What follows belongs to an exercise in optimizing a design on an open flow for small area, a short achievable clock period and few clock cycles per item; a production flow would make more cautious choices.
RTL that was checked went through simulation tests only; none was proved equivalent to the original.
Function not checked in runs 2 to 5: the RTL went through the layout flow alone.
No activity file was given, so power comes from the tool's default toggle rates.

==> design.v <==
`timescale 1ns/100ps
module classifier
(
   input  logic        clk,
   input  logic        local_rst,
   output logic        addr_valid,
   input  logic        addr_ready,
   output logic [20:0] addr,
   input  logic        din_valid,
   output logic        din_ready,
   input  logic [41:0] din,
   input  logic        stddev_valid,
   output logic        stddev_ready,
   input  logic [15:0] stddev,
   output logic        result_valid,
   input  logic        result_ready,
   output logic        result
);
   logic [5:0]         ic;
   logic [5:0]         dc;
   logic signed [20:0] acc;
   logic               xa;
   logic               xb;
   logic               sd_seen;
   logic               clear;
   logic               x_new;
   logic               pass0;
   logic               pass1;
   logic               pass2;
   logic               at8;
   logic               at20;
   logic               at32;
   logic               ic_stop;
   function automatic logic [20:0] addr_rom(input logic [4:0] k);
      case (k)
         5'd0: addr_rom = {7'd0, 7'd0, 7'd0};
         5'd1: addr_rom = {7'd8, 7'd8, 7'd0};
         5'd2: addr_rom = {7'd72, 7'd36, 7'd0};
         5'd3: addr_rom = {7'd80, 7'd44, 7'd0};
         5'd4: addr_rom = {7'd0, 7'd0, 7'd0};
         5'd5: addr_rom = {7'd8, 7'd4, 7'd0};
         5'd6: addr_rom = {7'd72, 7'd72, 7'd0};
         5'd7: addr_rom = {7'd80, 7'd76, 7'd0};
         5'd8: addr_rom = {7'd0, 7'd18, 7'd0};
         5'd9: addr_rom = {7'd8, 7'd26, 7'd0};
         5'd10: addr_rom = {7'd54, 7'd36, 7'd0};
         5'd11: addr_rom = {7'd62, 7'd44, 7'd0};
         5'd12: addr_rom = {7'd0, 7'd2, 7'd0};
         5'd13: addr_rom = {7'd6, 7'd4, 7'd0};
         5'd14: addr_rom = {7'd72, 7'd74, 7'd0};
         5'd15: addr_rom = {7'd78, 7'd76, 7'd0};
         5'd16: addr_rom = {7'd0, 7'd0, 7'd40};
         5'd17: addr_rom = {7'd8, 7'd4, 7'd44};
         5'd18: addr_rom = {7'd72, 7'd36, 7'd76};
         5'd19: addr_rom = {7'd80, 7'd40, 7'd80};
         5'd20: addr_rom = {7'd20, 7'd30, 7'd0};
         5'd21: addr_rom = {7'd24, 7'd32, 7'd0};
         5'd22: addr_rom = {7'd56, 7'd48, 7'd0};
         5'd23: addr_rom = {7'd60, 7'd50, 7'd0};
         5'd24: addr_rom = {7'd36, 7'd36, 7'd0};
         5'd25: addr_rom = {7'd44, 7'd44, 7'd0};
         5'd26: addr_rom = {7'd72, 7'd54, 7'd0};
         5'd27: addr_rom = {7'd80, 7'd62, 7'd0};
         5'd28: addr_rom = {7'd4, 7'd4, 7'd0};
         5'd29: addr_rom = {7'd8, 7'd6, 7'd0};
         5'd30: addr_rom = {7'd76, 7'd76, 7'd0};
         5'd31: addr_rom = {7'd80, 7'd78, 7'd0};
         default: addr_rom = '0;
      endcase
   endfunction
   assign addr = addr_rom(ic[4:0]);
   assign x_new = ~acc[20];
   assign pass0 = xb | x_new;                                            
   assign pass1 = (xb & ~(xa & x_new)) | ~(xa | xb | x_new);             
   assign pass2 = x_new | (xa & ~xb);                                    
   assign at8  = (ic == 6'd8)  & (dc == 6'd8);
   assign at20 = (ic == 6'd20) & (dc == 6'd20);
   assign at32 = dc[5];
   assign ic_stop    = (ic == 6'd8) | (ic == 6'd20) | ic[5];
   assign addr_valid = ~ic_stop | (at8 & pass0) | (at20 & pass1);
   assign result_valid = (at8 & ~pass0) | (at20 & ~pass1) | at32;
   assign result       = at32 & pass2;
   assign stddev_ready = result_valid;
   assign din_ready    = sd_seen;
   assign clear        = result_valid & result_ready;
   logic [2:0]  f;
   logic [1:0]  c;
   logic        neg;
   logic        first;
   logic [20:0] tp;
   logic [20:0] tq;
   logic [20:0] tr;
   logic [20:0] ta;
   logic [20:0] tb;
   logic [20:0] tacc;
   logic [2:0]  tk;
   logic [20:0] p;
   logic [20:0] q;
   logic [20:0] r;
   logic [20:0] sa;
   logic [20:0] sb;
   logic        na;
   logic        nb;
   logic        ua;
   logic        ub;
   logic [20:0] acc_next;
   assign f     = dc[4:2];
   assign c     = dc[1:0];
   assign neg   = c[0] ^ c[1];           
   assign first = (c == 2'd0);
   assign p = {7'd0, din[41:28]};
   assign q = {6'd0, din[27:14], 1'b0};
   always_comb begin
      case (f)
         3'd2, 3'd3, 3'd5: r = {7'd0, din[27:14]};
         3'd4:             r = {6'd0, din[13:0], 1'b0};
         default:          r = '0;
      endcase
   end
   always_comb begin
      case (f)
         3'd0:    begin sa = {3'd0, stddev, 2'd0}; na = 1'b1; ua = 1'b1; sb = {4'd0, stddev, 1'b0}; nb = 1'b1; ub = 1'b0; end
         3'd1:    begin sa = {4'd0, stddev, 1'b0}; na = 1'b1; ua = 1'b1; sb = {5'd0, stddev};       nb = 1'b1; ub = 1'b1; end
         3'd2:    begin sa = {4'd0, stddev, 1'b0}; na = 1'b0; ua = 1'b1; sb = {5'd0, stddev};       nb = 1'b0; ub = 1'b0; end
         3'd3:    begin sa = {3'd0, stddev, 2'd0}; na = 1'b1; ua = 1'b1; sb = {5'd0, stddev};       nb = 1'b1; ub = 1'b1; end
         3'd4:    begin sa = {4'd0, stddev, 1'b0}; na = 1'b1; ua = 1'b1; sb = {5'd0, stddev};       nb = 1'b1; ub = 1'b0; end
         3'd5:    begin sa = {4'd0, stddev, 1'b0}; na = 1'b0; ua = 1'b1; sb = {5'd0, stddev};       nb = 1'b0; ub = 1'b1; end
         3'd6:    begin sa = {4'd0, stddev, 1'b0}; na = 1'b1; ua = 1'b0; sb = {5'd0, stddev};       nb = 1'b1; ub = 1'b1; end
         default: begin sa = {3'd0, stddev, 2'd0}; na = 1'b1; ua = 1'b1; sb = {4'd0, stddev, 1'b0}; nb = 1'b1; ub = 1'b1; end
      endcase
   end
   assign tp   = neg ? p : ~p;
   assign tq   = neg ? ~q : q;
   assign tr   = neg ? ~r : r;
   assign ta   = (first & ua) ? (na ? ~sa : sa) : '0;
   assign tb   = (first & ub) ? (nb ? ~sb : sb) : '0;
   assign tacc = first ? '0 : acc;
   assign tk   = (neg ? 3'd2 : 3'd1) + {2'd0, first & ua & na} + {2'd0, first & ub & nb};
   assign acc_next = tacc + tp + tq + tr + ta + tb + {18'd0, tk};
   always_ff @(posedge clk) begin
      if (local_rst || clear) begin
         ic      <= '0;
         dc      <= '0;
         sd_seen <= 1'b0;
      end else begin
         if (stddev_valid) begin
            sd_seen <= 1'b1;
         end
         if (addr_valid && addr_ready) begin
            ic <= ic + 6'd1;
         end
         if (din_valid && din_ready) begin
            dc <= dc + 6'd1;
         end
      end
   end
   always_ff @(posedge clk) begin
      if (din_valid && din_ready) begin
         acc <= acc_next;
         if (first) begin
            xa <= xb;
            xb <= x_new;
         end
      end
   end
endmodule
==> run.sh <==
#!/bin/bash
# synth_recipe.tcl (not shown) runs the flow's synth.tcl, then flattens the netlist and writes it again
# the make line also repeats each setting of config.mk as NAME=value (left out here)
make -C /OpenROAD-flow-scripts/flow DESIGN_CONFIG=/design/flow/config.mk WORK_HOME=/design/flow/orfs CLKGATE_MAP_FILE= SYNTH_SCRIPT=/design/flow/synth_recipe.tcl finish
==> config.mk <==
export PLATFORM = sky130hd
export DESIGN_NAME = classifier
export DESIGN_NICKNAME = classifier
export VERILOG_FILES = /design/flow/design.v
export SDC_FILE = /design/flow/constraint.sdc
export NUM_CORES = 4
export LEC_CHECK = 0
export CAP_MARGIN = 20
export CORE_MARGIN = 2
export CORE_UTILIZATION = 40
export SLEW_MARGIN = 20
==> constraint.sdc <==
create_clock -name core_clock -period 9.0 [get_ports {clk}]
set_input_delay 1.8000 -clock core_clock [delete_from_list [all_inputs] [get_ports {clk}]]
set_output_delay 1.8000 -clock core_clock [all_outputs]
set_load 0.01 [all_outputs]
==> flow_summary.toml, run 1 <==
[sta]
relSlewSlack = 0.3572
fmax_ghz = 0.1422
drv_slew = 0
skew_ps = 5.175
period_needed_ps = 7031
hold_violations = 0
finalCritPeriodShare = 0.7812
setup_viol = 0
tns_ps = 0
rsz0062_at_grt = "false"
tightest_slew_ps = 962.9

[clocking]
cts_max_path_buffers = 2
hold_buffers = 0
cts-buffers-inserted = 5
cts_resized = 0
cts-root-buf = "clkbuf_16"
cts.clk_slew.worst_paths_ps = 70
cts_tree = "done"
post_cts_buffers = 0
htree_levels = 2
clkSinkCount = 53
clk_latency_ps = 310

[synth]
synth-edff-count = 23
avgSynthCellArea_sq_um = 8.307
yosys_warnings = 1
syn_area_sq_um = 7368
yosys.area.top_type_share = 0.1576
ys_ff_latch = 53
seq_area_frac_synth = 0.1752
ys.flop_type = "dfxtp_1"
ys_top_cells_by_area = "fa_1 16%, edfxtp_1 9.4%, dfxtp_1 8.2%"
netlist_instances = 887
synth_top_area_cell = "fa_1"
synthArstFlopShare = 0
synthDistinctLibCells = 82

[flow_run]
drv_cap = 0

[run_status]
status = "complete, no violations"

[drt]
drt-total-wl_um = 17420
vias_per_cell = 5.196
routedWlPerCell_um = 14.99
drc = 0
via_count = 6038
antenna_left = 0
dr.pass1.iters = 6
drt_iter0_drc = 279

[power_and_ir_drop]
power_leakage_nw = 3.595
ir_drop_mv = 0.08370
p_per_area_nw_per_um2 = 186.0

[global_route]
grt_pass1_wl_um = 29600
first_global_vias = 5923
antenna_found_initial = 0
gr-usage-all-layers = 0.1852
grt_max_degree = 61
overflow = 0

[layout]
stdcell_count = 1162
fin_nets = 1095
antenna_cells = 0
fin_util = 0.4711
drive_gt1_frac = 0.06967
syn2layout_area_growth_pct = 15.23

[setup_path]
cp_max_fo = 6
cp.required_ps = 9060
crit_arrival_ps = 7090
path_delay_family = "adder cells"
cp_common_cell = "fa_1"
worstSetupPathType = "in2reg"
slowest_stage = "clkdlybuf4s50_1"
startpoint_type = "input port"
end_kind = "register"
crit_chain = "clkdlybuf4s50_1, xnor2_1, nand2_1, o21ai_0, nand2_1, fa_1, fa_1, fa_1, fa_1, fa_1, nor2b_1, o21ai_0, o21ai_1, a41oi_1, a211o_1, a31oi_1, nor4_1, a311o_1"
slowest_delay_ps = 600
crit_buf_inv = 1

[floorplan]
dieHeight_um = 139.7
ioPinCount = 90
die_x_um = 139.7
std_cell_rows = 49
coreArea_sq_um = 18020
start_util = 0.4088
die_area_sq_um = 19520

[worst_hold_path]
hp-class = "reg2reg"

[place]
place.gp.congestion = 0.8229
dp_cells = 1154
numPortBuffers = 85
dp_hpwl_um = 13240
==> cells by family (layout without fill, tap and decap cells) <==
family,Yosys count,count (layout),share of synthesized area
other,1,4,0.0005089
AOI/OAI and AO/OA,191,191,0.1766
DFF,53,53,0.1752
muxes,33,33,0.05060
and+or+nand+nor,260,260,0.1825
xor gates and xnor gates,75,75,0.09017
adders and majority gates,100,100,0.2286
buffers and inverters,174,217,0.09577
==> where the power goes <==
group          switching (mW)  leakage, nW  internal, mW
clock network          0.0965       0.0830         0.122
registers              0.0115        0.456         0.345
logic                   0.547         3.06         0.456
==> cell usage in the layout (no fill, tap or decap), types with 4 or more instances in the layout <==
cell | netlist | layout
inv_1 | 109 | 109
clkdlybuf4s50_1 | 0 | 85
nand2_1 | 78 | 78
xnor2_1 | 66 | 66
a21oi_1 | 63 | 63
nor2_1 | 61 | 61
fa_1 | 58 | 58
ha_1 | 41 | 40
nor2b_1 | 35 | 35
dfxtp_1 | 30 | 29
o21ai_0 | 28 | 28
edfxtp_1 | 23 | 23
and3_1 | 19 | 19
mux2i_1 | 17 | 17
mux2_2 | 14 | 14
a22oi_1 | 14 | 14
a21o_1 | 13 | 13
o211ai_1 | 12 | 12
nand3_1 | 10 | 10
a211o_1 | 10 | 10
buf_4 | 6 | 10
and2_1 | 8 | 9
nand2b_1 | 8 | 8
xor2_1 | 8 | 8
nor3b_1 | 7 | 7
nor3_1 | 7 | 7
a31oi_1 | 6 | 6
clkbuf_16 | 0 | 6
inv_2 | 4 | 4
o2111ai_1 | 4 | 4
nand4_1 | 4 | 4
conb_1 | 1 | 4
==> flip-flops by register name, summed over array words and instances, names as in the netlist <==
register and flops:
acc 21, dc 6, addr 17, ic 6, sd_seen 1, xb 1, xa 1
==> metal layers <==
| metal | share of wire | vias to the layer above | track usage |
|---|---|---|---|
| met5 | 0 | - | 0 |
| met4 | 0.019 | 0 | 0.05316 |
| met3 | 0.037 | 16 | 0.02065 |
| met2 | 0.46 | 122 | 0.2996 |
| met1 | 0.48 | 2850 | 0.2623 |
| li1 | - | 3050 | - |
==> layout make-up <==
class                      instances  area (sq um)
tap                              229         286.5
clock buffer                       6         150.1
inverter                         114         432.9
timing repair buffer              95         925.9
multi-input combinational        663          5385
fill                            1780          9534
sequential                        53          1292
clock inverter                     2         17.52
==> final timing paths <==
kind | slack, ps | cells past startpoint | from | to
setup / recovery | 1970 | 18 | stddev[0] | acc[20]
hold / removal | 500 | 2 | sd_seen | sd_seen
setup reg to reg | 2710 | 16 | dc[2] | acc[20]
hold reg to reg | 500 | 2 | sd_seen | sd_seen
==> synth_stat cells (all sizes together), types with 19 or more instances <==
master / n
a21oi: 63
and3: 19
clkbuf: 43
dfxtp: 30
edfxtp: 23
fa: 58
ha: 41
inv: 114
nand2: 78
nor2: 62
nor2b: 35
o21ai: 33
xnor2: 67
==> through the flow <==
| stage | hold WS, ps | cell area, sq um | power, mW | setup WS [ps] |
|---|---|---|---|---|
| after floorplan | 485.7 | 7380 | 1.144 | 2676 |
| after global placement | 495.8 | 8323 | 1.356 | 1704 |
| after global routing | 543.9 | 8491 | 1.752 | 1586 |
| after CTS | 509.3 | 8491 | 1.596 | 1965 |
| after detailed placement | 490.7 | 8323 | 1.365 | 1635 |
| final | 501.1 | 8491 | 1.579 | 1969 |
==> worst register-to-register path: cells and delay by family (launching register included) <==
kind | cells | cell delay [ps]
AND/OR/NAND/NOR | 4 | 710
flip-flops | 1 | 670
AO/OA/AOI/OAI | 6 | 1600
adder cells (fa/ha/maj) | 5 | 2470
buffers and inverters | 1 | 600
Testbench counts, summed over its fixed seeds: cycles 82,658, windows 4,800.
==> run 2, diff against run 1 <==
--- a/design.v
+++ b/design.v
@@ -86,56 +86,50 @@
    logic [2:0]  f;
    logic [1:0]  c;
-   logic        neg;
    logic        first;
-   logic [20:0] tp;
-   logic [20:0] tq;
-   logic [20:0] tr;
-   logic [20:0] ta;
-   logic [20:0] tb;
-   logic [20:0] tacc;
-   logic [2:0]  tk;
-   logic [20:0] p;
-   logic [20:0] q;
-   logic [20:0] r;
-   logic [20:0] sa;
-   logic [20:0] sb;
-   logic        na;
-   logic        nb;
-   logic        ua;
-   logic        ub;
+   logic [13:0] d0;
+   logic [13:0] d1;
+   logic [13:0] d2;
+   logic [14:0] tq;
+   logic [14:0] tr;
+   logic [20:0] tm;
+   logic [1:0]  kc;
+   logic [20:0] tbx;
    logic [20:0] acc_next;
    assign f     = dc[4:2];
    assign c     = dc[1:0];
-   assign neg   = c[0] ^ c[1];           
    assign first = (c == 2'd0);
-   assign p = {7'd0, din[41:28]};
-   assign q = {6'd0, din[27:14], 1'b0};
+   assign d0    = din[41:28];
+   assign d1    = din[27:14];
+   assign d2    = din[13:0];
+   assign tq = {d1, 1'b0};
    always_comb begin
       case (f)
-         3'd2, 3'd3, 3'd5: r = {7'd0, din[27:14]};
-         3'd4:             r = {6'd0, din[13:0], 1'b0};
-         default:          r = '0;
+         3'd2, 3'd3, 3'd5: tr = {1'b0, d1};
+         3'd4:             tr = {d2, 1'b0};
+         default:          tr = '0;
+      endcase
+      if (first) begin
+         case (f)
+            3'd0, 3'd3, 3'd7: tm = ~{3'd0, stddev, 2'd0};
+            3'd1, 3'd4:       tm = ~{4'd0, stddev, 1'd0};
+            3'd2, 3'd5:       tm = {4'd0, stddev, 1'd0};
+            default:          tm = '0;
+         endcase
+      end else begin
+         tm = acc ^ {21{c[0]}};
+      end
+      case (f)
+         3'd1, 3'd3, 3'd7: kc = first ? 2'd2 : 2'd0;
+         3'd0, 3'd4, 3'd6: kc = first ? 2'd1 : 2'd0;
+         default:          kc = 2'd0;
+      endcase
+      case (f)
+         3'd1, 3'd3, 3'd6: tbx = first ? ~{5'd0, stddev} : '0;
+         3'd5:             tbx = first ? {5'd0, stddev} : '0;
+         3'd7:             tbx = first ? ~{4'd0, stddev, 1'b0} : '0;
+         default:          tbx = '0;
       endcase
    end
-   always_comb begin
-      case (f)
-         3'd0:    begin sa = {3'd0, stddev, 2'd0}; na = 1'b1; ua = 1'b1; sb = {4'd0, stddev, 1'b0}; nb = 1'b1; ub = 1'b0; end
-         3'd1:    begin sa = {4'd0, stddev, 1'b0}; na = 1'b1; ua = 1'b1; sb = {5'd0, stddev};       nb = 1'b1; ub = 1'b1; end
-         3'd2:    begin sa = {4'd0, stddev, 1'b0}; na = 1'b0; ua = 1'b1; sb = {5'd0, stddev};       nb = 1'b0; ub = 1'b0; end
-         3'd3:    begin sa = {3'd0, stddev, 2'd0}; na = 1'b1; ua = 1'b1; sb = {5'd0, stddev};       nb = 1'b1; ub = 1'b1; end
-         3'd4:    begin sa = {4'd0, stddev, 1'b0}; na = 1'b1; ua = 1'b1; sb = {5'd0, stddev};       nb = 1'b1; ub = 1'b0; end
-         3'd5:    begin sa = {4'd0, stddev, 1'b0}; na = 1'b0; ua = 1'b1; sb = {5'd0, stddev};       nb = 1'b0; ub = 1'b1; end
-         3'd6:    begin sa = {4'd0, stddev, 1'b0}; na = 1'b1; ua = 1'b0; sb = {5'd0, stddev};       nb = 1'b1; ub = 1'b1; end
-         default: begin sa = {3'd0, stddev, 2'd0}; na = 1'b1; ua = 1'b1; sb = {4'd0, stddev, 1'b0}; nb = 1'b1; ub = 1'b1; end
-      endcase
-   end
-   assign tp   = neg ? p : ~p;
-   assign tq   = neg ? ~q : q;
-   assign tr   = neg ? ~r : r;
-   assign ta   = (first & ua) ? (na ? ~sa : sa) : '0;
-   assign tb   = (first & ub) ? (nb ? ~sb : sb) : '0;
-   assign tacc = first ? '0 : acc;
-   assign tk   = (neg ? 3'd2 : 3'd1) + {2'd0, first & ua & na} + {2'd0, first & ub & nb};
-   assign acc_next = tacc + tp + tq + tr + ta + tb + {18'd0, tk};
+   assign acc_next = tm + {7'd0, ~d0} + tq + tr + tbx + kc;
    always_ff @(posedge clk) begin
       if (local_rst || clear) begin
==> flow/run.sh (new file) <==
#!/bin/bash
# Standard layout, with the smallest buffer on the ports.
set -euo pipefail
export BUFFER_PORTS_ARGS="-buffer_cell sky130_fd_sc_hd__buf_1"
bash standard.sh finish > standard_finish.log 2>&1
==> standard.sh (new file) <==
#!/bin/bash
# synth_recipe.tcl (not shown) runs the flow's synth.tcl, then flattens the netlist and writes it again
# the make line also repeats each setting of config.mk as NAME=value (left out here)
make -C /OpenROAD-flow-scripts/flow DESIGN_CONFIG=/design/flow/config.mk WORK_HOME=/design/flow/orfs CLKGATE_MAP_FILE= SYNTH_SCRIPT=/design/flow/synth_recipe.tcl "${@:-finish}"
--- a/config.mk
+++ b/config.mk
@@ -6,4 +6,5 @@
 export NUM_CORES = 4
 export LEC_CHECK = 0
+export ABC_AREA = 1
 export CAP_MARGIN = 20
 export CORE_MARGIN = 2
removed: run.sh
==> flow_summary.toml, run 2 <==
[global_route]
grt_max_degree = 35
antenna_found_initial = 0
overflow = 0
grt_pass1_wl_um = 25870
first_global_vias = 5189
gr-usage-all-layers = 0.1993

[layout]
regMostFlops = "acc"
register_area_sq_um = 1291
n_fill_cell = 1492
antenna_cells = 0
multiInputGateArea_sq_um = 3973
largest_reg_flops = 21
layout_commonest_cell = "inv_1"
drive_gt1_frac = 0.06810
fin_nets = 989
syn2layout_area_growth_pct = 10.25
final_cell_mix = "133 x inv_1, 100 x nand2_1, 85 x buf_1"

[synth]
syn_area_sq_um = 5959
ys_top_cells_by_area = "fa_1 15%, edfxtp_1 12%, dfxtp_1 10%"
synth_top_area_cell = "fa_1"
ys.flop_type = "dfxtp_1"
avgSynthCellArea_sq_um = 7.811
yosys_warnings = 1
synth-edff-count = 23
ys_ff_latch = 53
seq_area_frac_synth = 0.2167
synthDistinctLibCells = 50
ys_top_cells_by_count = "133 x inv_1, 100 x nand2_1, 61 x a21oi_1, 58 x nand3_1, 53 x o21ai_0"
yosysMostFrequentCell = "inv_1"
yosys.area.top_type_share = 0.1512
synthArstFlopShare = 0
netlist_instances = 763

[setup_path]
startpoint_type = "register"
cp.required_ps = 9060
worstSetupStartpoint = "dc[0]"
reg2reg_depth = 20
cp_max_fo = 34
reg2reg_from = "dc[0]"
end_kind = "register"
worstSetupPathType = "reg2reg"
crit_arrival_ps = 6010

[sta]
tns_ps = 0
drv_slew = 0
setup_viol = 0
relSlewSlack = 0.3935
tightest_slew_ps = 908.7
period_needed_ps = 5951
rsz0062_at_grt = "false"
hold_violations = 0
skew_ps = 9.050
fmax_ghz = 0.1680
finalCritPeriodShare = 0.6613

[power_and_ir_drop]
power_leakage_nw = 2.966
p_per_area_nw_per_um2 = 156.9
total_power_mw = 1.031
ir_drop_mv = 0.09989

[run_status]
status = "complete, no violations"

[drt]
drt_iter0_drc = 398
via_count = 5301
drc = 0
drt-total-wl_um = 15490
dr.pass1.iters = 4
routedWlPerCell_um = 15.17
vias_per_cell = 5.192
antenna_left = 0

[clocking]
clk_latency_ps = 310
hold_buffers = 0
post_cts_buffers = 0
cts-root-buf = "clkbuf_16"
clkSinkCount = 53
cts.clk_slew.worst_paths_ps = 80
cts_resized = 0
cts_max_path_buffers = 2
htree_levels = 2
cts-buffers-inserted = 5
cts_tree = "done"

[floorplan]
die_area_sq_um = 15890
ioPinCount = 90
std_cell_rows = 44
die_x_um = 126.1
dieHeight_um = 126.1
coreArea_sq_um = 14530
start_util = 0.4100

[worst_hold_path]
hold_start = "xb"
hp-class = "reg2reg"
hold_depth = 0

[place]
dp_hpwl_um = 12260
numPortBuffers = 85
place.gp.congestion = 0.8826

[flow_run]
drv_cap = 0
run 2: cell type report:
type                    count  share of cell area
inverters                 144             0.08341
flip-flops and latches     53              0.1965
well taps                 184             0.03504
clock buffers               6             0.02285
multi-input cells         541              0.6046
clock inverters             2            0.002095
repair buffers             91             0.05542
run 2: kinds of logic after synthesis:
kind of cell | count (synthesis) | synth area share
AO/OA/AOI/OAI | 165 | 0.1646
XOR/XNOR | 35 | 0.05144
adder cells (fa/ha/maj) | 89 | 0.2435
buffers and inverters | 172 | 0.1186
flip-flops | 53 | 0.2167
other | 1 | 0.0006293
AND/OR/NAND/NOR | 248 | 0.2045
run 2: report_power, final:
| group | switching (mW) | total (mW) | leakage, nW | internal (mW) |
|---|---|---|---|---|
| combinational | 0.314 | 0.496 | 2.43 | 0.182 |
| sequential | 0.0116 | 0.314 | 0.454 | 0.302 |
| clock | 0.0998 | 0.221 | 0.0824 | 0.121 |
| total | 0.425 | 1.03 | 2.97 | 0.605 |
run 2: final timing paths:
check / endpoint / slack, ps
worst max-delay path: acc[17] / 3050
worst min register to register: xa / 460
worst max register to register: acc[17] / 3050
worst min-delay path: xa / 460
run 2: layer usage:
metal  vias up  part of all wire  global-route usage
met5         -                 0                   0
met4         0             0.014             0.04137
met3        18             0.045             0.02379
met2       146              0.46              0.3289
met1      2473              0.48              0.2828
li1       2664                 -                   -
run 2: critical path, stage by stage, from the launching register on:
cell and delay, ps:
dfxtp_1 300, buf_4 240, inv_1 200, ha_1 600, nand2_1 220, nor2_1 650
inv_1 260, o21ai_0 220, a31oi_1 80, fa_1 450, inv_1 80, fa_1 420
ha_1 270, fa_1 500, nand3_1 90, nand2_1 80, a21oi_1 270, o21ai_0 230
a21oi_1 250, o21ai_0 130, xor2_1 160
run 2: stage by stage:
step	setup slack, ps	cell area [sq um]	utilization	hold slack, ps	cells
2_1_floorplan	3553	5971	-	426.4	766
3_3_place_gp	3105	6406	0.4408	430.8	1013
3_5_place_dp	3002	6406	0.4408	433.3	1013
4_1_cts	3053	6570	0.4520	449.7	1021
5_1_grt	2562	6570	0.4520	491.2	1021
6_report	3049	6570	0.4520	461.0	1021
==> run 3, diff against run 2 <==
==> run.sh (new file) <==
#!/bin/bash
# synth_recipe.tcl (not shown) runs the flow's synth.tcl, then flattens the netlist and writes it again
# the make line also repeats each setting of config.mk as NAME=value (left out here)
make -C /OpenROAD-flow-scripts/flow DESIGN_CONFIG=/design/flow/config.mk WORK_HOME=/design/flow/orfs CLKGATE_MAP_FILE= SYNTH_SCRIPT=/design/flow/synth_recipe.tcl finish
removed: flow/run.sh
removed: standard.sh
==> flow_summary.toml, run 3 <==
[run_status]
status = "complete, no violations"

[layout]
layout_commonest_cell = "inv_1"
final_cell_mix = "132 x inv_1, 100 x nand2_1, 85 x clkdlybuf4s50_1"
n_fill_cell = 1462
largest_reg_flops = 21
regMostFlops = "acc"
drive_gt1_frac = 0.06810
stdcell_count = 1021
antenna_cells = 0
fin_util = 0.4879
syn2layout_area_growth_pct = 18.98
fin_nets = 989

[power_and_ir_drop]
seqPwrFrac = 0.301
total_power_mw = 1.039
power_leakage_nw = 3.178
p_comb_frac = 0.500
swShare = 0.4102
intPower_mw = 0.6128
ir_drop_mv = 0.07268
p_sw_mw = 0.4262
power_frac_clock = 0.199
p_per_area_nw_per_um2 = 146.5

[worst_hold_path]
hp-class = "reg2reg"
hold_depth = 0

[clocking]
clk_latency_ps = 310
cts_max_path_buffers = 2
cts.clk_slew.worst_paths_ps = 70
post_cts_buffers = 0
cts-root-buf = "clkbuf_16"
clkSinkCount = 53
cts_tree = "done"
cts_resized = 0
hold_buffers = 0
cts-buffers-inserted = 5
htree_levels = 2

[setup_path]
startpoint_type = "register"
crit_arrival_ps = 6120
cp_max_fo = 34
reg2reg_depth = 21
worstSetupPathType = "reg2reg"
end_kind = "register"
cp.required_ps = 9060

[sta]
period_needed_ps = 6067
tns_ps = 0
skew_ps = 3.983
fmax_ghz = 0.1648
setup_viol = 0
drv_slew = 0
relSlewSlack = 0.3698
rsz0062_at_grt = "false"
hold_violations = 0
finalCritPeriodShare = 0.6741
tightest_slew_ps = 941.9

[synth]
yosys.area.top_type_share = 0.1512
muxShareOfSynthArea = 0
yosys.area_share.simple = 0.2045
synthArstFlopShare = 0
seq_area_frac_synth = 0.2167
ys.flop_type = "dfxtp_1"
synth_top_family_by_area = "adder cells"
ys_ff_latch = 53
synth_compound_area_frac = 0.1646
synth_top_area_cell = "fa_1"
synth_xor_area_frac = 0.05144
avgSynthCellArea_sq_um = 7.811
syn_area_sq_um = 5959
ys_top_cells_by_count = "133 x inv_1, 100 x nand2_1, 61 x a21oi_1, 58 x nand3_1, 53 x o21ai_0"
synth-edff-count = 23
netlist_instances = 763
synthDistinctLibCells = 50
synthAdderAreaFrac = 0.2435
ys_top_cells_by_area = "fa_1 15%, edfxtp_1 12%, dfxtp_1 10%"
yosysMostFrequentCell = "inv_1"
yosys_warnings = 1

[drt]
routedWlPerCell_um = 15.84
drt_iter0_drc = 410
vias_per_cell = 5.276
antenna_left = 0
drt-total-wl_um = 16170
dr.pass1.iters = 5
drc = 0
via_count = 5387

[floorplan]
die_x_um = 126.1
ioPinCount = 90
start_util = 0.4100
coreArea_sq_um = 14530
dieHeight_um = 126.1
std_cell_rows = 44
die_area_sq_um = 15890

[global_route]
antenna_found_initial = 0
grt_pass1_wl_um = 26500
overflow = 0
grt_max_degree = 35
first_global_vias = 5447
gr-usage-all-layers = 0.2069

[place]
dp_hpwl_um = 12690
dp_cells = 1012
place.gp.congestion = 0.9106
numPortBuffers = 85

[flow_run]
drv_cap = 0
[run 3: changes by cell type in the layout (fill, tap and decap cells not counted), sizes merged]
cell / change
buf: -85
clkbuf: -1
clkdlybuf4s50: +85
clkinv: +1
[run 3: metrics by stage]
stage	setup slack (ps)	hold WS [ps]	area, sq um
CTS	2953	451.1	7076
floorplan	3553	426.4	5971
global route	2398	456.0	7091
finish	2933	450.2	7091
detailed placement	2688	433.1	6930
global placement	2741	435.6	6930
[run 3: worst paths after layout]
| kind | end | slack (ps) | startpoint |
|---|---|---|---|
| min reg2reg | xa | 450 | xb |
| max reg2reg | acc[17] | 2930 | dc[0] |
| max | acc[17] | 2930 | dc[0] |
| min | xa | 450 | xb |
[run 3: final cells by class]
type                       instances  area (sq um)  area share
clock buffer                       5         125.1     0.01765
clock inverter                     3         20.02    0.002823
inverter                         144         548.0     0.07729
multi-input combinational        541          3973      0.5603
sequential                        53          1291      0.1821
tap                              184         230.2     0.03247
timing repair buffer              91         903.4      0.1274
[run 3: worst max-delay path, stage by stage (launching register included)]
cell	delay (ps)
dfxtp_1	300
buf_4	260
inv_1	230
ha_1	200
buf_4	350
nand2_1	150
nor2_1	750
inv_1	320
o21ai_0	250
a31oi_1	100
fa_1	450
inv_1	80
fa_1	420
ha_1	280
fa_1	510
nand3_1	100
nand2_1	80
a21oi_1	240
o21ai_0	220
a21oi_1	240
o21ai_0	120
xor2_1	160
[run 3: routing by layer]
metal / GRT usage / wire length [um] / vias to the layer above
met5: 0 / 0 / -
met4: 0.05365 / 313 / 0
met3: 0.02719 / 776 / 26
met2: 0.3571 / 7596 / 177
met1: 0.2743 / 7483 / 2521
li1: - / - / 2663
[run 3: cells by family after synthesis]
| family | Yosys count |
|---|---|
| simple gates | 248 |
| buf+inv | 172 |
| compound gates | 165 |
| fa+ha+maj | 89 |
| flops | 53 |
| xor+xnor | 35 |
| other cells | 1 |
[run 3: power by group through the flow]
stage | Clock (mW) | Sequential (mW) | Combinational (mW)
3_3_place_gp | 0 | 0.318 | 0.508
3_5_place_dp | 0 | 0.319 | 0.513
2_1_floorplan | 0 | 0.320 | 0.361
4_1_cts | 0.210 | 0.313 | 0.519
5_1_grt | 0.217 | 0.317 | 0.592
6_report | 0.207 | 0.313 | 0.519
==> run 4, diff against run 3 <==
--- a/design.v
+++ b/design.v
@@ -86,50 +86,86 @@
    logic [2:0]  f;
    logic [1:0]  c;
+   logic        neg;
    logic        first;
    logic [13:0] d0;
    logic [13:0] d1;
    logic [13:0] d2;
+   logic [13:0] tp;
    logic [14:0] tq;
    logic [14:0] tr;
    logic [20:0] tm;
-   logic [1:0]  kc;
-   logic [20:0] tbx;
+   logic [17:0] tb;
+   logic [20:0] kc;
    logic [20:0] acc_next;
+   always_comb begin
+      case (dc[4:0])
+         5'd0: kc = 21'b110111100000000000101;
+         5'd1: kc = 21'b111111000000000000010;
+         5'd2: kc = 21'b111111000000000000010;
+         5'd3: kc = 21'b111111100000000000001;
+         5'd4: kc = 21'b111001100000000000100;
+         5'd5: kc = 21'b111111000000000000010;
+         5'd6: kc = 21'b111111000000000000010;
+         5'd7: kc = 21'b111111100000000000001;
+         5'd8: kc = 21'b111111100000000000001;
+         5'd9: kc = 21'b111110100000000000011;
+         5'd10: kc = 21'b111110100000000000011;
+         5'd11: kc = 21'b111111100000000000001;
+         5'd12: kc = 21'b110101100000000000110;
+         5'd13: kc = 21'b111110100000000000011;
+         5'd14: kc = 21'b111110100000000000011;
+         5'd15: kc = 21'b111111100000000000001;
+         5'd16: kc = 21'b111011100000000000011;
+         5'd17: kc = 21'b111110000000000000100;
+         5'd18: kc = 21'b111110000000000000100;
+         5'd19: kc = 21'b111111100000000000001;
+         5'd20: kc = 21'b111111100000000000001;
+         5'd21: kc = 21'b111110100000000000011;
+         5'd22: kc = 21'b111110100000000000011;
+         5'd23: kc = 21'b111111100000000000001;
+         5'd24: kc = 21'b111101100000000000010;
+         5'd25: kc = 21'b111111000000000000010;
+         5'd26: kc = 21'b111111000000000000010;
+         5'd27: kc = 21'b111111100000000000001;
+         5'd28: kc = 21'b110011100000000000111;
+         5'd29: kc = 21'b111111000000000000010;
+         5'd30: kc = 21'b111111000000000000010;
+         5'd31: kc = 21'b111111100000000000001;
+         default: kc = '0;
+      endcase
+   end
    assign f     = dc[4:2];
    assign c     = dc[1:0];
+   assign neg   = c[0] ^ c[1];           
    assign first = (c == 2'd0);
    assign d0    = din[41:28];
    assign d1    = din[27:14];
    assign d2    = din[13:0];
-   assign tq = {d1, 1'b0};
+   assign tp = neg ? d0 : ~d0;
+   assign tq = {neg ? ~d1 : d1, 1'b0};
    always_comb begin
       case (f)
-         3'd2, 3'd3, 3'd5: tr = {1'b0, d1};
-         3'd4:             tr = {d2, 1'b0};
+         3'd2, 3'd3, 3'd5: tr = {1'b0, neg ? ~d1 : d1};
+         3'd4:             tr = {neg ? ~d2 : d2, 1'b0};
          default:          tr = '0;
       endcase
       if (first) begin
          case (f)
-            3'd0, 3'd3, 3'd7: tm = ~{3'd0, stddev, 2'd0};
-            3'd1, 3'd4:       tm = ~{4'd0, stddev, 1'd0};
+            3'd0, 3'd3, 3'd7: tm = {3'd0, ~stddev, 2'd0};
+            3'd1, 3'd4:       tm = {4'd0, ~stddev, 1'd0};
             3'd2, 3'd5:       tm = {4'd0, stddev, 1'd0};
             default:          tm = '0;
          endcase
       end else begin
-         tm = acc ^ {21{c[0]}};
+         tm = acc;
       end
       case (f)
-         3'd1, 3'd3, 3'd7: kc = first ? 2'd2 : 2'd0;
-         3'd0, 3'd4, 3'd6: kc = first ? 2'd1 : 2'd0;
-         default:          kc = 2'd0;
-      endcase
-      case (f)
-         3'd1, 3'd3, 3'd6: tbx = first ? ~{5'd0, stddev} : '0;
-         3'd5:             tbx = first ? {5'd0, stddev} : '0;
-         3'd7:             tbx = first ? ~{4'd0, stddev, 1'b0} : '0;
-         default:          tbx = '0;
+         3'd1, 3'd3, 3'd6: tb = first ? {2'd0, ~stddev} : '0;
+         3'd5:             tb = first ? {2'd0, stddev} : '0;
+         3'd7:             tb = first ? {1'd0, ~stddev, 1'b0} : '0;
+         default:          tb = '0;
       endcase
    end
-   assign acc_next = tm + {7'd0, ~d0} + tq + tr + tbx + kc;
+   assign acc_next = tm + tp + tq + tr + tb + kc;
    always_ff @(posedge clk) begin
       if (local_rst || clear) begin
--- a/config.mk
+++ b/config.mk
@@ -10,3 +10,4 @@
 export CORE_MARGIN = 2
 export CORE_UTILIZATION = 40
+export SETUP_SLACK_MARGIN = 3
 export SLEW_MARGIN = 20
==> flow_summary.toml, run 4 <==
[run_status]
status = "complete, no violations"

[synth]
ys_ff_latch = 61
yosys.area_share.simple = 0.2388
synth_top_family_by_area = "simple AND/OR/NAND/NOR gates"
muxShareOfSynthArea = 0
yosysMostFrequentCell = "inv_1"
yosys.area.top_type_share = 0.1253
syn_area_sq_um = 6790
synthDistinctLibCells = 45
synthArstFlopShare = 0
yosys_warnings = 1
seq_area_frac_synth = 0.2137
synth_xor_area_frac = 0.05288
synth-edff-count = 23
synth_compound_area_frac = 0.1426
synthAdderAreaFrac = 0.2314
avgSynthCellArea_sq_um = 7.413
ys_top_cells_by_count = "167 x inv_1, 132 x nand2_1, 75 x nand3_1, 72 x nor2_1, 68 x ha_1"
ys_top_cells_by_area = "ha_1 13%, dfxtp_1 11%, fa_1 11%"
netlist_instances = 916
ys.flop_type = "dfxtp_1"
synth_top_area_cell = "ha_1"

[power_and_ir_drop]
power_leakage_nw = 3.811
ir_drop_mv = 0.09640
p_per_area_nw_per_um2 = 182.6

[layout]
register_area_sq_um = 1451
antenna_cells = 0
fin_nets = 1157
largest_reg_flops = 21
regMostFlops = "acc"
layout_commonest_cell = "inv_1"
syn2layout_area_growth_pct = 19.64
final_cell_mix = "167 x inv_1, 132 x nand2_1, 85 x clkdlybuf4s50_1"
multiInputGateArea_sq_um = 4559
final_area_sq_um = 8124
n_fill_cell = 1679
drive_gt1_frac = 0.06740

[flow_run]
drv_cap = 0

[sta]
rsz0062_at_grt = "true"
skew_ps = 9.114
finalCritPeriodShare = 0.6391
tns_ps = 0
setup_viol = 0
period_needed_ps = 5752
relSlewSlack = 0.2981
drv_slew = 0
hold_violations = 0
tightest_slew_ps = 1047
fmax_ghz = 0.1738

[drt]
drt-total-wl_um = 17340
drc = 0
drt_iter0_drc = 462
dr.pass1.iters = 5
routedWlPerCell_um = 14.28
via_count = 6157
antenna_left = 0
vias_per_cell = 5.072

[setup_path]
reg2reg_from = "dc[4]"
worstSetupStartpoint = "stddev[1]"
crit_arrival_ps = 5850
end_kind = "register"
cp.required_ps = 9090
reg2reg_depth = 19
cp_max_fo = 4
worstSetupPathType = "in2reg"
startpoint_type = "input port"

[clocking]
clkSinkCount = 61
cts-buffers-inserted = 9
cts.clk_slew.worst_paths_ps = 60
cts_max_path_buffers = 2
post_cts_buffers = 0
clk_latency_ps = 340
cts_tree = "done"
cts-root-buf = "clkbuf_16"
htree_levels = 3

[place]
placed_area_sq_um = 7812
numPortBuffers = 85
dp_hpwl_um = 13690
place.gp.congestion = 0.8434

[global_route]
gr-usage-all-layers = 0.1978
grt_max_degree = 53
first_global_vias = 5849
grt_pass1_wl_um = 28610
antenna_found_initial = 0
overflow = 0

[floorplan]
start_util = 0.4095
std_cell_rows = 47
coreArea_sq_um = 16580
die_area_sq_um = 18030
ioPinCount = 90
dieHeight_um = 134.3
die_x_um = 134.3

[worst_hold_path]
hold_start = "xb"
hp-class = "reg2reg"
hold_depth = 0
## run 4: cell types whose count changed in the layout (fill, tap and decap cells not counted), moves of 9 or more
cell      change
fa_1          -9
nor3_1        +9
o311ai_0     +12
nor2_1       +28
nand2_1      +32
a21oi_1       -9
nand3_1      +17
ha_1         +24
o221ai_1     -17
a221oi_1      +9
inv_1        +35
## run 4: what timing repair did
item                                    CTS  global route
hold buffers                              0             0
gates resized for setup                   0            11
endpoints found under the setup margin    0             8
## run 4: final cells by class
| cell class | count | area share |
|---|---|---|
| multi-input combinational | 653 | 0.5612 |
| clock inverter | 5 | 0.004774 |
| sequential | 61 | 0.1787 |
| clock buffer | 11 | 0.03126 |
| tap | 220 | 0.03388 |
| timing repair buffer | 91 | 0.1103 |
| inverter | 173 | 0.07993 |
## run 4: kinds of logic after synthesis
logic type | Yosys count
AO/OA/AOI/OAI | 163
XOR/XNOR | 41
adder cells (fa/ha/maj) | 104
buffers and inverters | 205
flip-flops | 61
other | 1
AND/OR/NAND/NOR | 341
## run 4: worst max-delay path, stage by stage
cell and delay, ps:
clkdlybuf4s50_1 570, inv_1 100, nand2_1 70, o21ai_0 70
a21oi_1 140, a21oi_1 100, fa_1 500, fa_1 490
inv_1 50, fa_1 520, inv_1 40, ha_1 260
fa_1 480, a21oi_2 240, o21ai_1 120, nand3_1 90
nand2_1 70, xor2_1 140
## run 4: power by group
group          total, mW  leakage (nW)  internal (mW)  switching [mW]
sequential         0.378         0.523          0.363          0.0145
clock              0.341         0.146          0.205           0.136
combinational      0.764          3.14          0.307           0.457
total               1.48          3.81          0.876           0.607
## run 4: metal layers
layer / vias to the layer above / GRT usage / share of wire
met5: - / 0 / 0
met4: 0 / 0.05906 / 0.012
met3: 17 / 0.03401 / 0.067
met2: 165 / 0.2939 / 0.42
met1: 2822 / 0.2926 / 0.50
li1: 3153 / - / -
## run 4: stage by stage
step	setup WS, ps	hold slack, ps	instances	power [mW]	util
6_report	3248	491.3	1214	1.483	0.4899
5_1_grt	2967	507.2	1214	1.615	0.4899
4_1_cts	3043	489.2	1214	1.479	0.4888
3_5_place_dp	2685	475.7	1198	1.131	0.4711
3_3_place_gp	2757	469.1	1198	1.129	0.4711
2_1_floorplan	3475	444.3	919	0.9346	-
## run 4: path summary, 6_finish.rpt
check | endpoint | slack [ps]
setup / recovery | acc[18] | 3250
setup reg to reg | acc[17] | 3560
hold / removal | xa | 490
hold reg to reg | xa | 490
==> run 5, diff against run 4 <==
--- a/config.mk
+++ b/config.mk
@@ -10,4 +10,3 @@
 export CORE_MARGIN = 2
 export CORE_UTILIZATION = 40
-export SETUP_SLACK_MARGIN = 3
 export SLEW_MARGIN = 20
==> flow_summary.toml, run 5 <==
[synth]
synth_top_family_by_area = "simple AND/OR/NAND/NOR gates"
synthAdderAreaFrac = 0.2314
netlist_instances = 916
ys_ff_latch = 61
synth_compound_area_frac = 0.1426
synth-edff-count = 23
ys.flop_type = "dfxtp_1"
yosys.area_share.simple = 0.2388
avgSynthCellArea_sq_um = 7.413
ys_top_cells_by_area = "ha_1 13%, dfxtp_1 11%, fa_1 11%"
synth_xor_area_frac = 0.05288
seq_area_frac_synth = 0.2137
ys_top_cells_by_count = "167 x inv_1, 132 x nand2_1, 75 x nand3_1, 72 x nor2_1, 68 x ha_1"
synthDistinctLibCells = 45
yosys_warnings = 1
muxShareOfSynthArea = 0
yosys.area.top_type_share = 0.1253
synthArstFlopShare = 0
synth_top_area_cell = "ha_1"
syn_area_sq_um = 6790
yosysMostFrequentCell = "inv_1"

[setup_path]
startpoint_type = "input port"
end_kind = "register"
worstSetupPathType = "in2reg"
crit_arrival_ps = 6050
cp.required_ps = 9080
cp_max_fo = 5

[global_route]
grt_util_met3 = 0.03401
grt_pass1_wl_um = 28610
first_global_vias = 5849
overflow = 0
grtUsageMet2 = 0.2939
globalRoute.busiestLayer = "met2"
antenna_found_initial = 0
gr-usage-all-layers = 0.1978
grt_use_met1 = 0.2926
grt_max_degree = 53

[clocking]
htree_levels = 3
clkSinkCount = 61
cts_max_path_buffers = 2
cts-root-buf = "clkbuf_16"
clk_latency_ps = 340
cts-buffers-inserted = 9
cts_resized = 0
post_cts_buffers = 0
cts.clk_slew.worst_paths_ps = 60
hold_buffers = 0
cts_tree = "done"

[layout]
antenna_cells = 0
register_area_sq_um = 1451
syn2layout_area_growth_pct = 19.37
multiInputGateArea_sq_um = 4541
stdcell_count = 1214
final_cell_mix = "167 x inv_1, 132 x nand2_1, 85 x clkdlybuf4s50_1"
final_area_sq_um = 8105
fin_nets = 1157
largest_reg_flops = 21
regMostFlops = "acc"
fin_util = 0.4888
layout_commonest_cell = "inv_1"
drive_gt1_frac = 0.06237
n_fill_cell = 1684

[sta]
skew_ps = 10.25
setup_viol = 0
rsz0062_at_grt = "false"
holdWs_ps = 491.3
fin_ws_ps = 3035
fmax_ghz = 0.1677
relSlewSlack = 0.3161
period_needed_ps = 5965
finalCritPeriodShare = 0.6628
tightest_slew_ps = 1020
tns_ps = 0
hold_violations = 0
drv_slew = 0

[drt]
via_count = 6174
antenna_left = 0
routedWlPerCell_um = 14.27
drt-total-wl_um = 17320
drc = 0
drt_iter0_drc = 418
dr.pass1.iters = 7
vias_per_cell = 5.086

[floorplan]
dieHeight_um = 134.3
coreArea_sq_um = 16580
std_cell_rows = 47
die_area_sq_um = 18030
die_x_um = 134.3
start_util = 0.4095
ioPinCount = 90

[place]
placed_area_sq_um = 7812
place_ws_ps = 2685
numPortBuffers = 85
place.gp.congestion = 0.8434
dp_hpwl_um = 13690
dp_cells = 1198

[power_and_ir_drop]
power_leakage_nw = 3.805
total_power_mw = 1.465
ir_drop_mv = 0.09641
p_per_area_nw_per_um2 = 180.8

[worst_hold_path]
hp-class = "reg2reg"

[run_status]
status = "complete, no violations"

[flow_run]
drv_cap = 0
-- run 5: cell count changes in the layout (fill, tap and decap cells not counted) --
cell / before / now
o311ai_1: 1 / 0
o21ai_0: 54 / 59
a21oi_1: 52 / 54
a21oi_2: 2 / 0
o21ai_1: 3 / 1
o21ai_2: 3 / 0
o311ai_0: 12 / 13
-- run 5: routing by layer --
layer | part of all wire | vias to the layer above
met5 | 0 | -
met4 | 0.014 | 0
met3 | 0.063 | 25
met2 | 0.42 | 181
met1 | 0.50 | 2812
li1 | - | 3156
-- run 5: path summary, 6_finish.rpt --
kind	start	to	slack (ps)	depth (start not counted)
worst max-delay path	stddev[2]	acc[17]	3040	16
worst min-delay path	xb	xa	490	0
worst max register to register	dc[4]	acc[17]	3390	19
worst min register to register	xb	xa	490	0
-- run 5: area by class of cell --
cell class / count / share of cell area
clock buffers: 11 / 0.03134
clock inverters: 5 / 0.004785
inverters: 173 / 0.08012
multi-input cells: 653 / 0.5602
flip-flops and latches: 61 / 0.1791
well taps: 220 / 0.03396
repair buffers: 91 / 0.1105
-- run 5: logic make-up (layout without fill, tap and decap cells) --
| group | Yosys count | after routing |
|---|---|---|
| buf+inv | 205 | 280 |
| xor+xnor | 41 | 41 |
| fa+ha+maj | 104 | 104 |
| other cells | 1 | 4 |
| simple gates | 341 | 341 |
| compound gates | 163 | 163 |
| flops | 61 | 61 |
-- run 5: power by group --
part	leakage (nW)	total [mW]	internal (mW)	switching (mW)
sequential	0.523	0.378	0.363	0.0146
combinational	3.14	0.747	0.302	0.445
clock	0.146	0.341	0.205	0.135
total	3.80	1.47	0.871	0.595
-- run 5: critical path, cell delays in order --
cell and delay [ps]:
clkdlybuf4s50_1 520, inv_1 100, o311ai_0 480, fa_1 530
fa_1 490, inv_1 50, fa_1 520, inv_1 40
ha_1 260, nand3_1 110, nand3_1 100, a21oi_1 280
o21ai_0 250, a21oi_1 250, o21ai_0 120, xor2_1 150

==> separate check: timing with driven ports <==
The flow's constraints put no driver on any port. The routed layouts listed below were extracted and timed again, unchanged, in two steps. Step 1: set_driving_cell puts a clkbuf_16 on clk and a buf_2 on each other input, an assumption about the parent block. Step 2 also shifts input and output timing later by t, the mid clock arrival at the registers, as if the neighbouring blocks saw the same clock. Three values: ideal ports, drivers, drivers and shift; two values: the first two.
| run | t (ns) | setup slack, ns | hold WS [ns] |
|---|---|---|---|
| run 1 | 0.344 | 1.969 / 1.977 / 1.634 | 0.501 / 0.501 / 0.501 |
| run 2 | 0.339 | 3.049 / 3.049 / 2.990 | 0.461 / 0.461 / 0.461 |
| run 3 | 0.346 | 2.933 / 2.933 / 2.683 | 0.450 / 0.450 / 0.450 |
| run 4 | 0.379 | 3.248 / 3.244 / 2.865 | 0.491 / 0.491 / 0.491 |
| run 5 | 0.377 | 3.035 / 3.041 / 2.664 | 0.491 / 0.491 / 0.491 |
After both steps every run listed still meets setup and hold. For run 4, which loses most, drivers alone change the setup slack by -0.004 ns; drivers and shift together by -0.383 ns.
